Source: an optimization exercise on an open RTL-to-GDS flow (aim: small area, a short achievable clock period and few clock cycles per item). Production flows keep margins and buffers that such runs may drop. RTL that was checked went through simulation tests only; none was proved equivalent to the original. No activity file was given, so power comes from the tool's default toggle rates.

==> inputs of 05-26 <==
## fp_mul_pipe
module fp_mul_pipe
#(
  parameter int EXP_W = 8,
  parameter int MAN_W = 23
) (
  input  logic                 clk,
  input  logic                 reset,
  input  logic                 in_valid,
  output logic                 in_ready,
  input  logic [EXP_W+MAN_W:0] a,
  input  logic [EXP_W+MAN_W:0] b,
  output logic                 out_valid,
  input  logic                 out_ready,
  output logic [EXP_W+MAN_W:0] result,
  output logic [fp_pkg::FLAG_W-1:0]    flags
);
==> module fp_mul_round, before the edit <==
module fp_mul_round (
  input  logic         sign,
  input  logic [7:0]   exp,      
  input  logic [2:0]   ovf_k,    
  input  logic [2:0]   unf_k,    
  input  logic [1:0]   kind,
  input  logic [47:22] prod,     
  input  logic         sticky,   
  output logic [31:0]  result,
  output logic [3:0]   flags
);
  localparam logic [31:0] QNAN = 32'h7FC00000;
  logic        msb, st, guard, carry, ovf, unf, inexact;
  logic [22:0] frac_r;
  logic [7:0]  exp_r;
  logic        rnd_h, rnd_l, carry_h, carry_l;
  logic [23:0] ones;    
  logic [22:0] frac_h, frac_l;
  assign msb     = prod[47];
  assign rnd_h   = prod[23] & (prod[22] | sticky | prod[24]);
  assign rnd_l   = prod[22] & (sticky | prod[23]);
  always_comb begin
    ones[0] = 1'b1;
    for (int j = 0; j < 23; j++) ones[j+1] = ones[j] & prod[24+j];
  end
  always_comb begin
    for (int j = 0; j < 23; j++) begin
      frac_h[j] = prod[24+j] ^ (rnd_h & ones[j]);
      frac_l[j] = prod[23+j] ^ (rnd_l & (j == 0 ? 1'b1 : prod[23] & ones[j-1]));
    end
  end
  assign carry_h = rnd_h & ones[23];
  assign carry_l = rnd_l & prod[23] & ones[22];
  assign carry   = msb ? carry_h : carry_l;
  assign guard   = msb ? prod[23] : prod[22];
  assign st      = sticky | (msb & prod[22]);
  assign frac_r  = msb ? frac_h : frac_l;
  assign inexact = guard | st;
  always_comb begin
    case ({msb, carry})
      2'b00:        begin exp_r = exp;         ovf = ovf_k[0]; unf = unf_k[0]; end
      2'b01, 2'b10: begin exp_r = exp + 8'd1;  ovf = ovf_k[1]; unf = unf_k[1]; end
      default:      begin exp_r = exp + 8'd2;  ovf = ovf_k[2]; unf = unf_k[2]; end
    endcase
  end
  always_comb begin
    result = '0;
    flags  = '0;
    case (kind)
      KIND_NAN: begin
        result              = QNAN;
        flags[FLAG_INVALID] = 1'b1;
      end
      KIND_INF:  result = {sign, 8'hFF, 23'd0};
      KIND_ZERO: result = {sign, 31'd0};
      default: begin
        if (ovf) begin
          result               = {sign, 8'hFF, 23'd0};
          flags[FLAG_OVERFLOW] = 1'b1;
          flags[FLAG_INEXACT]  = 1'b1;
        end else if (unf) begin
          result                = {sign, 31'd0};
          flags[FLAG_UNDERFLOW] = 1'b1;
          flags[FLAG_INEXACT]   = 1'b1;
        end else begin
          result              = {sign, exp_r[7:0], frac_r};
          flags[FLAG_INEXACT] = inexact;
        end
      end
    endcase
  end
endmodule
==> flow/config.mk <==
export PLATFORM = sky130hd
export DESIGN_NAME = fp_mul_pipe
export DESIGN_NICKNAME = fp_mul_pipe
export VERILOG_FILES = /design/flow/design.v
export SDC_FILE = /design/flow/constraint.sdc
export NUM_CORES = 4
export LEC_CHECK = 0
export CAP_MARGIN = 20
export CORE_MARGIN = 2
export CORE_UTILIZATION = 40
export CTS_BUF_LIST = sky130_fd_sc_hd__clkbuf_4 sky130_fd_sc_hd__clkbuf_8
export SETUP_SLACK_MARGIN = 4.2
export SLEW_MARGIN = 20
export TNS_END_PERCENT = 0
==> flow/constraint.sdc <==
create_clock -name core_clock -period 7.5 [get_ports {clk}]
set_input_delay 1.5000 -clock core_clock [delete_from_list [all_inputs] [get_ports {clk}]]
set_output_delay 1.5000 -clock core_clock [all_outputs]
set_load 0.01 [all_outputs]
standard.sh (not shown) runs the stock make flow with config.mk's settings and CLKGATE_MAP_FILE= SYNTH_SCRIPT=/design/flow/synth_recipe.tcl, a recipe that flattens the netlist after the stock synthesis.
==> flow/flow/run.sh <==
#!/bin/bash
# The standard layout with two changes after the standard synthesis:
#  - fa_polarity.py complements full adders and xor/xnor cells of the synthesized netlist where
#    that removes inverters between them (same registers, same function);
#  - the port buffers are sky130_fd_sc_hd__buf_2 cells (which the resizer may later size like any
#    buffer) instead of the resizer's default choice.
# Each tool's full output goes to a log file in this folder; ORFS keeps its own logs in orfs/logs.
set -euo pipefail
R=orfs/results/${FLOW_PLATFORM:-sky130hd}/fp_mul_pipe/base
bash standard.sh synth > synth.log 2>&1
cp $R/1_2_yosys.v synth_netlist.v
python3 flow/fa_polarity.py synth_netlist.v $R/1_2_yosys.v "$FLOW_HOME/platforms/${FLOW_PLATFORM:-sky130hd}/lib/sky130_fd_sc_hd__tt_025C_1v80.lib" > polarity.log 2>&1
touch $R/1_2_yosys.v
bash standard.sh "BUFFER_PORTS_ARGS=-buffer_cell sky130_fd_sc_hd__buf_2" finish > layout.log 2>&1
Other scripts of this flow, unchanged in this note and not shown: flow/flow/fa_polarity.py
==> inputs of 03-21, as changes to 05-26 <==
--- a/flow/design.v
+++ b/flow/design.v
@@ -26,27 +26,18 @@
   logic [22:0] frac_r;
   logic [7:0]  exp_r;
   logic        rnd_h, rnd_l, carry_h, carry_l;
-  logic [23:0] ones;    
-  logic [22:0] frac_h, frac_l;
+  logic [22:0] inc_h, inc_l;
   assign msb     = prod[47];
   assign rnd_h   = prod[23] & (prod[22] | sticky | prod[24]);
   assign rnd_l   = prod[22] & (sticky | prod[23]);
-  always_comb begin
-    ones[0] = 1'b1;
-    for (int j = 0; j < 23; j++) ones[j+1] = ones[j] & prod[24+j];
-  end
-  always_comb begin
-    for (int j = 0; j < 23; j++) begin
-      frac_h[j] = prod[24+j] ^ (rnd_h & ones[j]);
-      frac_l[j] = prod[23+j] ^ (rnd_l & (j == 0 ? 1'b1 : prod[23] & ones[j-1]));
-    end
-  end
-  assign carry_h = rnd_h & ones[23];
-  assign carry_l = rnd_l & prod[23] & ones[22];
+  assign inc_h   = prod[46:24] + 23'd1;
+  assign inc_l   = prod[45:23] + 23'd1;
+  assign carry_h = rnd_h & (&prod[46:24]);
+  assign carry_l = rnd_l & (&prod[45:23]);
   assign carry   = msb ? carry_h : carry_l;
   assign guard   = msb ? prod[23] : prod[22];
   assign st      = sticky | (msb & prod[22]);
-  assign frac_r  = msb ? frac_h : frac_l;
+  assign frac_r  = msb ? (rnd_h ? inc_h : prod[46:24]) : (rnd_l ? inc_l : prod[45:23]);
   assign inexact = guard | st;
   always_comb begin
     case ({msb, carry})
--- a/flow/flow/run.sh
+++ b/flow/flow/run.sh
@@ -11,4 +11,4 @@
 cp $R/1_2_yosys.v synth_netlist.v
 python3 flow/fa_polarity.py synth_netlist.v $R/1_2_yosys.v "$FLOW_HOME/platforms/${FLOW_PLATFORM:-sky130hd}/lib/sky130_fd_sc_hd__tt_025C_1v80.lib" > polarity.log 2>&1
 touch $R/1_2_yosys.v
-bash standard.sh "BUFFER_PORTS_ARGS=-buffer_cell sky130_fd_sc_hd__buf_2" finish > layout.log 2>&1
+bash standard.sh "BUFFER_PORTS_ARGS=-buffer_cell sky130_fd_sc_hd__buf_2" RECOVER_POWER=100 finish > layout.log 2>&1
==> inputs of 12-03, as changes to 05-26 <==
--- a/flow/design.v
+++ b/flow/design.v
@@ -26,27 +26,18 @@
   logic [22:0] frac_r;
   logic [7:0]  exp_r;
   logic        rnd_h, rnd_l, carry_h, carry_l;
-  logic [23:0] ones;    
-  logic [22:0] frac_h, frac_l;
+  logic [22:0] inc_h, inc_l;
   assign msb     = prod[47];
   assign rnd_h   = prod[23] & (prod[22] | sticky | prod[24]);
   assign rnd_l   = prod[22] & (sticky | prod[23]);
-  always_comb begin
-    ones[0] = 1'b1;
-    for (int j = 0; j < 23; j++) ones[j+1] = ones[j] & prod[24+j];
-  end
-  always_comb begin
-    for (int j = 0; j < 23; j++) begin
-      frac_h[j] = prod[24+j] ^ (rnd_h & ones[j]);
-      frac_l[j] = prod[23+j] ^ (rnd_l & (j == 0 ? 1'b1 : prod[23] & ones[j-1]));
-    end
-  end
-  assign carry_h = rnd_h & ones[23];
-  assign carry_l = rnd_l & prod[23] & ones[22];
+  assign inc_h   = prod[46:24] + 23'd1;
+  assign inc_l   = prod[45:23] + 23'd1;
+  assign carry_h = rnd_h & (&prod[46:24]);
+  assign carry_l = rnd_l & (&prod[45:23]);
   assign carry   = msb ? carry_h : carry_l;
   assign guard   = msb ? prod[23] : prod[22];
   assign st      = sticky | (msb & prod[22]);
-  assign frac_r  = msb ? frac_h : frac_l;
+  assign frac_r  = msb ? (rnd_h ? inc_h : prod[46:24]) : (rnd_l ? inc_l : prod[45:23]);
   assign inexact = guard | st;
   always_comb begin
     case ({msb, carry})
--- a/flow/config.mk
+++ b/flow/config.mk
@@ -8,7 +8,6 @@
 export CAP_MARGIN = 20
 export CORE_MARGIN = 2
 export CORE_UTILIZATION = 40
-export CTS_BUF_LIST = sky130_fd_sc_hd__clkbuf_4 sky130_fd_sc_hd__clkbuf_8
 export SETUP_SLACK_MARGIN = 4.2
 export SLEW_MARGIN = 20
 export TNS_END_PERCENT = 0
==> out/metrics.yaml <==
hold-worst-slack_ns: 0.4152
pg_seq_w: 0.00309
status: "timing/DRC/antenna clean"
post-cts-setup-buffer-count: 93
the above is filed under 12-03

==> out/metrics.yaml <==
pg_seq_w: 0.00308
status: "timing/DRC/antenna clean"
hold-worst-slack_ns: 0.4142
final.clkbuf_count: 59
the above is filed under 05-26

==> out/metrics.yaml <==
violations: "capacitance limit, slew limit"
final_max_slew_viol_count: 35
status: "failed layout checks"
maxCapViolCount: 1
the above is filed under 03-21

Testbench counts of 03-21, summed over its fixed seeds: cycles 2,432, items 2,400.
Testbench counts of 12-03, summed over its fixed seeds: cycles 2,432, items 2,400.
Function not checked in 05-26: the RTL went through the layout flow alone.

* * *

==> run a <==
Another version of the RTL of fp_mul_pipe (not shown whole).
==> module fp_mul_round, before the edit <==
module fp_mul_round (
  input  logic         sign,
  input  logic [9:0]   exp,      
  input  logic [1:0]   kind,
  input  logic [47:22] prod,     
  input  logic         sticky,   
  output logic [31:0]  result,
  output logic [3:0]   flags
);
  localparam logic [31:0] QNAN = 32'h7FC00000;
  logic        msb, st, guard, lsb, rnd_up, ones, carry, ovf, unf, inexact;
  logic [23:0] sig;
  logic [22:0] frac_inc, frac_r;
  logic [9:0]  e0, e1, e2, exp_r;
  logic        ovf0, ovf1, ovf2, unf0, unf1, unf2;
  assign msb    = prod[47];
  assign st     = sticky || (msb && prod[22]);
  assign sig    = msb ? prod[47:24] : prod[46:23];
  assign guard  = msb ? prod[23] : prod[22];
  assign lsb    = sig[0];
  assign rnd_up = guard & (st | lsb);
  assign ones   = &sig;
  assign carry  = rnd_up & ones;
  assign frac_inc = sig[22:0] + 23'd1;
  assign frac_r = rnd_up ? frac_inc : sig[22:0];
  assign inexact = guard | st;
  assign e0   = exp;
  assign e1   = exp + 10'd1;
  assign e2   = exp + 10'd2;
  assign ovf0 = !e0[9] && (e0[8:0] >= 9'd255);
  assign ovf1 = !e1[9] && (e1[8:0] >= 9'd255);
  assign ovf2 = !e2[9] && (e2[8:0] >= 9'd255);
  assign unf0 = e0[9] || (e0 == '0);
  assign unf1 = e1[9] || (e1 == '0);
  assign unf2 = e2[9] || (e2 == '0);
  always_comb begin
    case ({msb, carry})
      2'b00:          begin exp_r = e0; ovf = ovf0; unf = unf0; end
      2'b01, 2'b10:   begin exp_r = e1; ovf = ovf1; unf = unf1; end
      default:        begin exp_r = e2; ovf = ovf2; unf = unf2; end
    endcase
  end
  always_comb begin
    result = '0;
    flags  = '0;
    case (kind)
      KIND_NAN: begin
        result              = QNAN;
        flags[FLAG_INVALID] = 1'b1;
      end
      KIND_INF:  result = {sign, 8'hFF, 23'd0};
      KIND_ZERO: result = {sign, 31'd0};
      default: begin
        if (ovf) begin
          result               = {sign, 8'hFF, 23'd0};
          flags[FLAG_OVERFLOW] = 1'b1;
          flags[FLAG_INEXACT]  = 1'b1;
        end else if (unf) begin
          result                = {sign, 31'd0};
          flags[FLAG_UNDERFLOW] = 1'b1;
          flags[FLAG_INEXACT]   = 1'b1;
        end else begin
          result              = {sign, exp_r[7:0], frac_r};
          flags[FLAG_INEXACT] = inexact;
        end
      end
    endcase
  end
endmodule
Settings: LEC_CHECK=0, CAP_MARGIN=20, CORE_MARGIN=2, CORE_UTILIZATION=40, SETUP_SLACK_MARGIN=4.2, SLEW_MARGIN=20; clock period 7.5 ns.
run.sh (not shown) runs the stock make flow with config.mk's settings and CLKGATE_MAP_FILE= SYNTH_SCRIPT=/design/flow/synth_recipe.tcl, a recipe that flattens the netlist after the stock synthesis.
Stock flow here: none of the scripts above is used.
==> inputs of run b, as changes to run a <==
--- a/flow/design.v
+++ b/flow/design.v
@@ -7,54 +7,48 @@
   localparam int FLAG_INVALID   = 3;
   localparam int FLAG_OVERFLOW  = 2;
   localparam int FLAG_UNDERFLOW = 1;
   localparam int FLAG_INEXACT   = 0;
 endpackage
 import fp_pkg::*;
 module fp_mul_round (
   input  logic         sign,
-  input  logic [9:0]   exp,      
+  input  logic [7:0]   exp,      
+  input  logic [2:0]   ovf_k,    
+  input  logic [2:0]   unf_k,    
   input  logic [1:0]   kind,
   input  logic [47:22] prod,     
   input  logic         sticky,   
   output logic [31:0]  result,
   output logic [3:0]   flags
 );
   localparam logic [31:0] QNAN = 32'h7FC00000;
-  logic        msb, st, guard, lsb, rnd_up, ones, carry, ovf, unf, inexact;
-  logic [23:0] sig;
-  logic [22:0] frac_inc, frac_r;
-  logic [9:0]  e0, e1, e2, exp_r;
-  logic        ovf0, ovf1, ovf2, unf0, unf1, unf2;
-  assign msb    = prod[47];
-  assign st     = sticky || (msb && prod[22]);
-  assign sig    = msb ? prod[47:24] : prod[46:23];
-  assign guard  = msb ? prod[23] : prod[22];
-  assign lsb    = sig[0];
-  assign rnd_up = guard & (st | lsb);
-  assign ones   = &sig;
-  assign carry  = rnd_up & ones;
-  assign frac_inc = sig[22:0] + 23'd1;
-  assign frac_r = rnd_up ? frac_inc : sig[22:0];
+  logic        msb, st, guard, carry, ovf, unf, inexact;
+  logic [22:0] frac_r;
+  logic [7:0]  exp_r;
+  logic        rnd_h, rnd_l, carry_h, carry_l;
+  logic [22:0] inc_h, inc_l;
+  assign msb     = prod[47];
+  assign rnd_h   = prod[23] & (prod[22] | sticky | prod[24]);
+  assign rnd_l   = prod[22] & (sticky | prod[23]);
+  assign inc_h   = prod[46:24] + 23'd1;
+  assign inc_l   = prod[45:23] + 23'd1;
+  assign carry_h = rnd_h & (&prod[46:24]);
+  assign carry_l = rnd_l & (&prod[45:23]);
+  assign carry   = msb ? carry_h : carry_l;
+  assign guard   = msb ? prod[23] : prod[22];
+  assign st      = sticky | (msb & prod[22]);
+  assign frac_r  = msb ? (rnd_h ? inc_h : prod[46:24]) : (rnd_l ? inc_l : prod[45:23]);
   assign inexact = guard | st;
-  assign e0   = exp;
-  assign e1   = exp + 10'd1;
-  assign e2   = exp + 10'd2;
-  assign ovf0 = !e0[9] && (e0[8:0] >= 9'd255);
-  assign ovf1 = !e1[9] && (e1[8:0] >= 9'd255);
-  assign ovf2 = !e2[9] && (e2[8:0] >= 9'd255);
-  assign unf0 = e0[9] || (e0 == '0);
-  assign unf1 = e1[9] || (e1 == '0);
-  assign unf2 = e2[9] || (e2 == '0);
   always_comb begin
     case ({msb, carry})
-      2'b00:          begin exp_r = e0; ovf = ovf0; unf = unf0; end
-      2'b01, 2'b10:   begin exp_r = e1; ovf = ovf1; unf = unf1; end
-      default:        begin exp_r = e2; ovf = ovf2; unf = unf2; end
+      2'b00:        begin exp_r = exp;         ovf = ovf_k[0]; unf = unf_k[0]; end
+      2'b01, 2'b10: begin exp_r = exp + 8'd1;  ovf = ovf_k[1]; unf = unf_k[1]; end
+      default:      begin exp_r = exp + 8'd2;  ovf = ovf_k[2]; unf = unf_k[2]; end
     endcase
   end
   always_comb begin
     result = '0;
     flags  = '0;
     case (kind)
       KIND_NAN: begin
         result              = QNAN;
@@ -134,23 +128,28 @@
   logic        s1_valid, s1_sign;
   logic [9:0]  s1_exp;
   logic [1:0]  s1_kind;
   logic [22:0] s1_fa;
   logic [11:0] s1_one, s1_two, s1_neg;
   logic        s2_valid, s2_sign;
   logic [9:0]  s2_exp;
   logic [1:0]  s2_kind;
-  logic [47:0] s2_px, s2_py, s2_pz;
+  localparam int LOW = 10;    
+  logic [47:LOW] s2_px, s2_py, s2_pz;
+  logic        s2_lz;
   logic        s3_valid, s3_sign;
-  logic [9:0]  s3_exp;
+  logic [7:0]  s3_exp;
+  logic [2:0]  s3_ovf, s3_unf;    
   logic [1:0]  s3_kind;
   logic [47:22] s3_prod;
   logic        s3_sticky;
-  logic [47:0] px, py, pz, prod;
+  logic [47:LOW] px, py, pz, prod;
+  logic [2:0]  ovf_k, unf_k;
+  logic        low_z;
   logic [31:0] rnd_result;
   logic [3:0]  rnd_flags;
   always_ff @(posedge clk) begin
     if (reset) begin
       s1_valid  <= 1'b0;
       s2_valid  <= 1'b0;
       s3_valid  <= 1'b0;
       out_valid <= 1'b0;
@@ -171,53 +170,68 @@
       s1_two  <= b_two;
       s1_neg  <= b_neg;
       s2_sign <= s1_sign;
       s2_exp  <= s1_exp;
       s2_kind <= s1_kind;
       s2_px   <= px;
       s2_py   <= py;
       s2_pz   <= pz;
+      s2_lz   <= low_z;
       s3_sign   <= s2_sign;
-      s3_exp    <= s2_exp;
+      s3_exp    <= s2_exp[7:0];
+      s3_ovf    <= ovf_k;
+      s3_unf    <= unf_k;
       s3_kind   <= s2_kind;
       s3_prod   <= prod[47:22];
-      s3_sticky <= |prod[21:0];
+      s3_sticky <= !(s2_lz && prod[21:LOW] == '0);
       result  <= rnd_result;
       flags   <= rnd_flags;
     end
   end
   fp_mul_tree u_tree (
     .fa    (s1_fa),
     .one   (s1_one),
     .two   (s1_two),
     .neg   (s1_neg),
     .px    (px),
     .py    (py),
-    .pz    (pz)
+    .pz    (pz),
+    .low_z (low_z)
   );
+  always_comb begin
+    for (int k = 0; k < 3; k++) begin
+      logic [9:0] e;
+      e = s2_exp + 10'(k);
+      ovf_k[k] = !e[9] && (e[8:0] >= 9'd255);
+      unf_k[k] = e[9] || (e == '0);
+    end
+  end
   assign prod = s2_px + s2_py + s2_pz;
   fp_mul_round u_round (
     .sign   (s3_sign),
     .exp    (s3_exp),
+    .ovf_k  (s3_ovf),
+    .unf_k  (s3_unf),
     .kind   (s3_kind),
     .prod   (s3_prod),
     .sticky (s3_sticky),
     .result (rnd_result),
     .flags  (rnd_flags)
   );
 endmodule
 module fp_mul_tree (
   input  logic [22:0] fa,
   input  logic [11:0] one,
   input  logic [11:0] two,
   input  logic [11:0] neg,
-  output logic [47:0] px,
-  output logic [47:0] py,
-  output logic [47:0] pz
+  output logic [47:10] px,
+  output logic [47:10] py,
+  output logic [47:10] pz,
+  output logic        low_z
 );
   wire pp0_0 = ((one[0] & fa[0]) | (two[0] & 1'b0)) ^ neg[0];
   wire pp0_1 = ((one[0] & fa[1]) | (two[0] & fa[0])) ^ neg[0];
   wire pp0_2 = ((one[0] & fa[2]) | (two[0] & fa[1])) ^ neg[0];
   wire pp0_3 = ((one[0] & fa[3]) | (two[0] & fa[2])) ^ neg[0];
   wire pp0_4 = ((one[0] & fa[4]) | (two[0] & fa[3])) ^ neg[0];
   wire pp0_5 = ((one[0] & fa[5]) | (two[0] & fa[4])) ^ neg[0];
   wire pp0_6 = ((one[0] & fa[6]) | (two[0] & fa[5])) ^ neg[0];
@@ -1065,12 +1079,16 @@
   wire fs239 = fc236 ^ fs238 ^ fc237;
   wire fc239 = (fc236 & fs238) | (fc236 & fc237) | (fs238 & fc237);
   wire fs240 = 1'b1 ^ fa[22] ^ pp11_24;
   wire fc240 = (1'b1 & fa[22]) | (1'b1 & pp11_24) | (fa[22] & pp11_24);
   wire hs29 = fc238 ^ fs240;
   wire hc29 = fc238 & fs240;
   wire fs241 = 1'b1 ^ pps11 ^ fc240;
   wire fc241 = (1'b1 & pps11) | (1'b1 & fc240) | (pps11 & fc240);
-  assign px = {hc29, hs29, hc28, hs28, hc27, hs27, hc26, hc25, fc217, fc212, fc206, fc201, fc195, fs195, fc182, fs182, fc167, fs167, fc150, fs150, fc131, fs131, fs121, fc101, fs101, fs92, fs83, hc14, fs67, fs60, fs53, fs47, fc35, fc29, fc24, hc9, hc8, hc7, fs11, hc5, hc4, fs3, fs1, fs0, hc0, pp1_0, pp0_1, neg[0]};
-  assign py = {fs241, fc239, fs239, fc235, fs235, fc229, fs229, hs26, hs25, fs217, fs212, fs207, hc24, hs24, hc23, hs23, hc22, hs22, hc21, hs21, hc20, hc19, hs19, hc18, hc17, hc16, hc15, fs75, hc13, hc12, hc11, hs11, fs41, fs35, fs29, hs10, hs9, hs8, hs7, hs6, hs5, hs4, hs3, hs2, hs1, hs0, 1'b0, pp0_0};
-  assign pz = {1'b0, 1'b0, 1'b0, 1'b0, 1'b0, 1'b0, 1'b0, 1'b0, 1'b0, 1'b0, fc207, 1'b0, fs201, fc189, fs189, fc175, fs175, fc159, fs159, fc141, fs141, hs20, fc111, fs111, hs18, hs17, hs16, hs15, hs14, hs13, hs12, fc41, 1'b0, 1'b0, hc10, 1'b0, 1'b0, 1'b0, 1'b0, 1'b0, 1'b0, 1'b0, 1'b0, 1'b0, 1'b0, 1'b0, 1'b0, 1'b0};
+  wire [9:0] lowx = {fs11, hc5, hc4, fs3, fs1, fs0, hc0, pp1_0, pp0_1, neg[0]};
+  wire [9:0] lowy = {hs7, hs6, hs5, hs4, hs3, hs2, hs1, hs0, 1'b0, pp0_0};
+  wire [10:0] lows = {1'b0, lowx} + {1'b0, lowy};
+  assign low_z = ((lowx ^ lowy) == {(lowx[8:0] | lowy[8:0]), 1'b0});
+  assign px = {hc29, hs29, hc28, hs28, hc27, hs27, hc26, hc25, fc217, fc212, fc206, fc201, fc195, fs195, fc182, fs182, fc167, fs167, fc150, fs150, fc131, fs131, fs121, fc101, fs101, fs92, fs83, hc14, fs67, fs60, fs53, fs47, fc35, fc29, fc24, hc9, hc8, lows[10]};
+  assign py = {fs241, fc239, fs239, fc235, fs235, fc229, fs229, hs26, hs25, fs217, fs212, fs207, hc24, hs24, hc23, hs23, hc22, hs22, hc21, hs21, hc20, hc19, hs19, hc18, hc17, hc16, hc15, fs75, hc13, hc12, hc11, hs11, fs41, fs35, fs29, hs10, hs9, hc7};
+  assign pz = {1'b0, 1'b0, 1'b0, 1'b0, 1'b0, 1'b0, 1'b0, 1'b0, 1'b0, 1'b0, fc207, 1'b0, fs201, fc189, fs189, fc175, fs175, fc159, fs159, fc141, fs141, hs20, fc111, fs111, hs18, hs17, hs16, hs15, hs14, hs13, hs12, fc41, 1'b0, 1'b0, hc10, 1'b0, 1'b0, hs8};
 endmodule
==> flow/flow/run.sh (new file) <==
#!/bin/bash
# The standard layout, except that the port buffers are sky130_fd_sc_hd__buf_2 cells (which the
# resizer may later size like any buffer) instead of the resizer's default choice, and the
# resizer may swap a cell for any equivalent one, not only one of the same footprint.
# Each tool's full output goes to a log file in this folder; ORFS keeps its own logs in orfs/logs.
set -euo pipefail
bash standard.sh synth > synth.log 2>&1
bash standard.sh "BUFFER_PORTS_ARGS=-buffer_cell sky130_fd_sc_hd__buf_2" MATCH_CELL_FOOTPRINT=0 finish > layout.log 2>&1
==> flow/standard.sh (new file) <==
#!/bin/bash
# synth_recipe.tcl (not shown) runs the flow's synth.tcl, then flattens the netlist and writes it again
# the make line also repeats each setting of config.mk as NAME=value (left out here)
make -C /OpenROAD-flow-scripts/flow DESIGN_CONFIG=/design/flow/config.mk WORK_HOME=/design/flow/orfs CLKGATE_MAP_FILE= SYNTH_SCRIPT=/design/flow/synth_recipe.tcl "${@:-finish}"
- TNS_END_PERCENT: default -> 0
removed: flow/run.sh
==> inputs of run c, as changes to run a <==
--- a/flow/design.v
+++ b/flow/design.v
@@ -15,31 +15,34 @@
   input  logic [9:0]   exp,      
   input  logic [1:0]   kind,
   input  logic [47:22] prod,     
   input  logic         sticky,   
   output logic [31:0]  result,
   output logic [3:0]   flags
 );
   localparam logic [31:0] QNAN = 32'h7FC00000;
-  logic        msb, st, guard, lsb, rnd_up, ones, carry, ovf, unf, inexact;
-  logic [23:0] sig;
-  logic [22:0] frac_inc, frac_r;
+  logic        msb, st, guard, carry, ovf, unf, inexact;
+  logic [22:0] frac_r;
   logic [9:0]  e0, e1, e2, exp_r;
   logic        ovf0, ovf1, ovf2, unf0, unf1, unf2;
-  assign msb    = prod[47];
-  assign st     = sticky || (msb && prod[22]);
-  assign sig    = msb ? prod[47:24] : prod[46:23];
-  assign guard  = msb ? prod[23] : prod[22];
-  assign lsb    = sig[0];
-  assign rnd_up = guard & (st | lsb);
-  assign ones   = &sig;
-  assign carry  = rnd_up & ones;
-  assign frac_inc = sig[22:0] + 23'd1;
-  assign frac_r = rnd_up ? frac_inc : sig[22:0];
+  logic        rnd_h, rnd_l, carry_h, carry_l;
+  logic [22:0] inc_h, inc_l;
+  assign msb     = prod[47];
+  assign rnd_h   = prod[23] & (prod[22] | sticky | prod[24]);
+  assign rnd_l   = prod[22] & (sticky | prod[23]);
+  assign inc_h   = prod[46:24] + 23'd1;
+  assign inc_l   = prod[45:23] + 23'd1;
+  assign carry_h = rnd_h & (&prod[46:24]);
+  assign carry_l = rnd_l & (&prod[45:23]);
+  assign rnd_up  = msb ? rnd_h : rnd_l;
+  assign carry   = msb ? carry_h : carry_l;
+  assign guard   = msb ? prod[23] : prod[22];
+  assign st      = sticky | (msb & prod[22]);
+  assign frac_r  = msb ? (rnd_h ? inc_h : prod[46:24]) : (rnd_l ? inc_l : prod[45:23]);
   assign inexact = guard | st;
   assign e0   = exp;
   assign e1   = exp + 10'd1;
   assign e2   = exp + 10'd2;
   assign ovf0 = !e0[9] && (e0[8:0] >= 9'd255);
   assign ovf1 = !e1[9] && (e1[8:0] >= 9'd255);
   assign ovf2 = !e2[9] && (e2[8:0] >= 9'd255);
   assign unf0 = e0[9] || (e0 == '0);
- SETUP_SLACK_MARGIN: 4.2 -> 3.4
==> notes.md <==
Outcome: run c timing/DRC/antenna clean; run b timing/DRC/antenna clean; run a timing/DRC/antenna clean
Number of instances resized during post-cts repair: run c 13; run b 124; run a 228
Reported clock group power: run c 1.47 mW; run b 1.48 mW; run a 1.45 mW
Summed area of non-filler cells in the final layout: run c 29200 sq um; run b 29100 sq um; run a 33000 sq um
Critical Path Most Common Cell: run c fa_1; run b fa_1; run a -
Worst reg2reg setup slack: run c 3470 ps; run b 4040 ps; run a 3670 ps
Switching power as a share of total power: run c 44.8%; run b 45.1%; run a 45.1%
Endpoint of the worst register-to-register path: run c s2_pz[24]; run b s2_pz[14]; run a result[28]
Share of the synthesized area in compound gates (AO/OA/AOI/OAI): run c 14.4%; run b 14.6%; run a 14.4%
Min-Delay Endpoint: run c s2_exp[4]; run b s2_exp[4]; run a s3_exp[3]
Largest net degree at the start of global routing: run c 145; run b 78; run a 155
Via total after detailed routing: run c 18500; run b 19000; run a 20100
Power share of the combinational group: run c 64.5%; run b 64.2%; run a 69.1%
Number of non-clock buffers in the layout: run c 171; run b 242; run a 353
Placed Instance Area: run c 27800 sq um; run b 26700 sq um; run a 27800 sq um
Global-route wire length before repair: run c 109000 um; run b 114000 um; run a 122000 um
Hold Crit Start: run c s1_exp[4]; run b s1_exp[4]; run a s2_exp[3]
Fraction of final layout cells sized beyond drive strength 1: run c 7.06%; run b 14.4%; run a 25.1%
Skew final: run c 10.4 ps; run b 18.4 ps; run a 24.2 ps
Reported leakage power: run c 11.8 nW; run b 12.0 nW; run a 13.3 nW
Core Area: run c 64300 sq um; run b 62900 sq um; run a 64200 sq um
Power share of the clock group: run c 11.1%; run b 11.7%; run a 9.7%
Final hold slack: run c 417 ps; run b 417 ps; run a 413 ps
Testbench counts of run b, summed over its fixed seeds: cycles 2,432, items 2,400.
For run a and run c, only the layout was checked, not whether the RTL still works.

separate check: timing with driven ports:
In the flow no input, the clock included, has a driving cell. The finished layouts below were timed again as built, in two steps. Step 1 sets driving cells, clkbuf_16 on the clock port and buf_2 on the other inputs (assumed; they add their load-dependent delay and slew). Step 2 also shifts input and output timing later by t, the mid clock arrival at the registers, as if the neighbouring blocks saw the same clock. Slacks: no drivers / after step 1 / after step 2; pairs: no drivers / after step 1.
| run | t (ns) | setup slack, ns | hold WS [ns] | clock arrival spread, ns | pins driven straight from the clock port |
|---|---|---|---|---|---|
| 05-26 | 0.686 | 3.946 / 3.946 / 3.873 | 0.414 / 0.414 / 0.414 | 0.055 / 0.055 | 1 |
| 03-21 | 0.710 | 3.247 / 3.273 / 2.563 | 0.415 / 0.415 / 0.415 | 0.063 / 0.062 | 1 |
| 12-03 | 0.607 | 4.046 / 4.046 / 3.801 | 0.415 / 0.415 / 0.415 | 0.028 / 0.028 | 1 |
| run a | 0.647 | 3.669 / 3.669 / 3.659 | 0.413 / 0.413 / 0.413 | 0.024 / 0.025 | 1 |
| run b | 0.649 | 4.042 / 4.042 / 3.745 | 0.417 / 0.417 / 0.417 | 0.019 / 0.019 | 1 |
| run c | 0.655 | 3.470 / 3.447 / 3.304 | 0.417 / 0.417 / 0.417 | 0.011 / 0.010 | 1 |
The setup slack of 03-21, which loses most, moves by +0.026 ns with the drivers and by -0.684 ns with both steps.
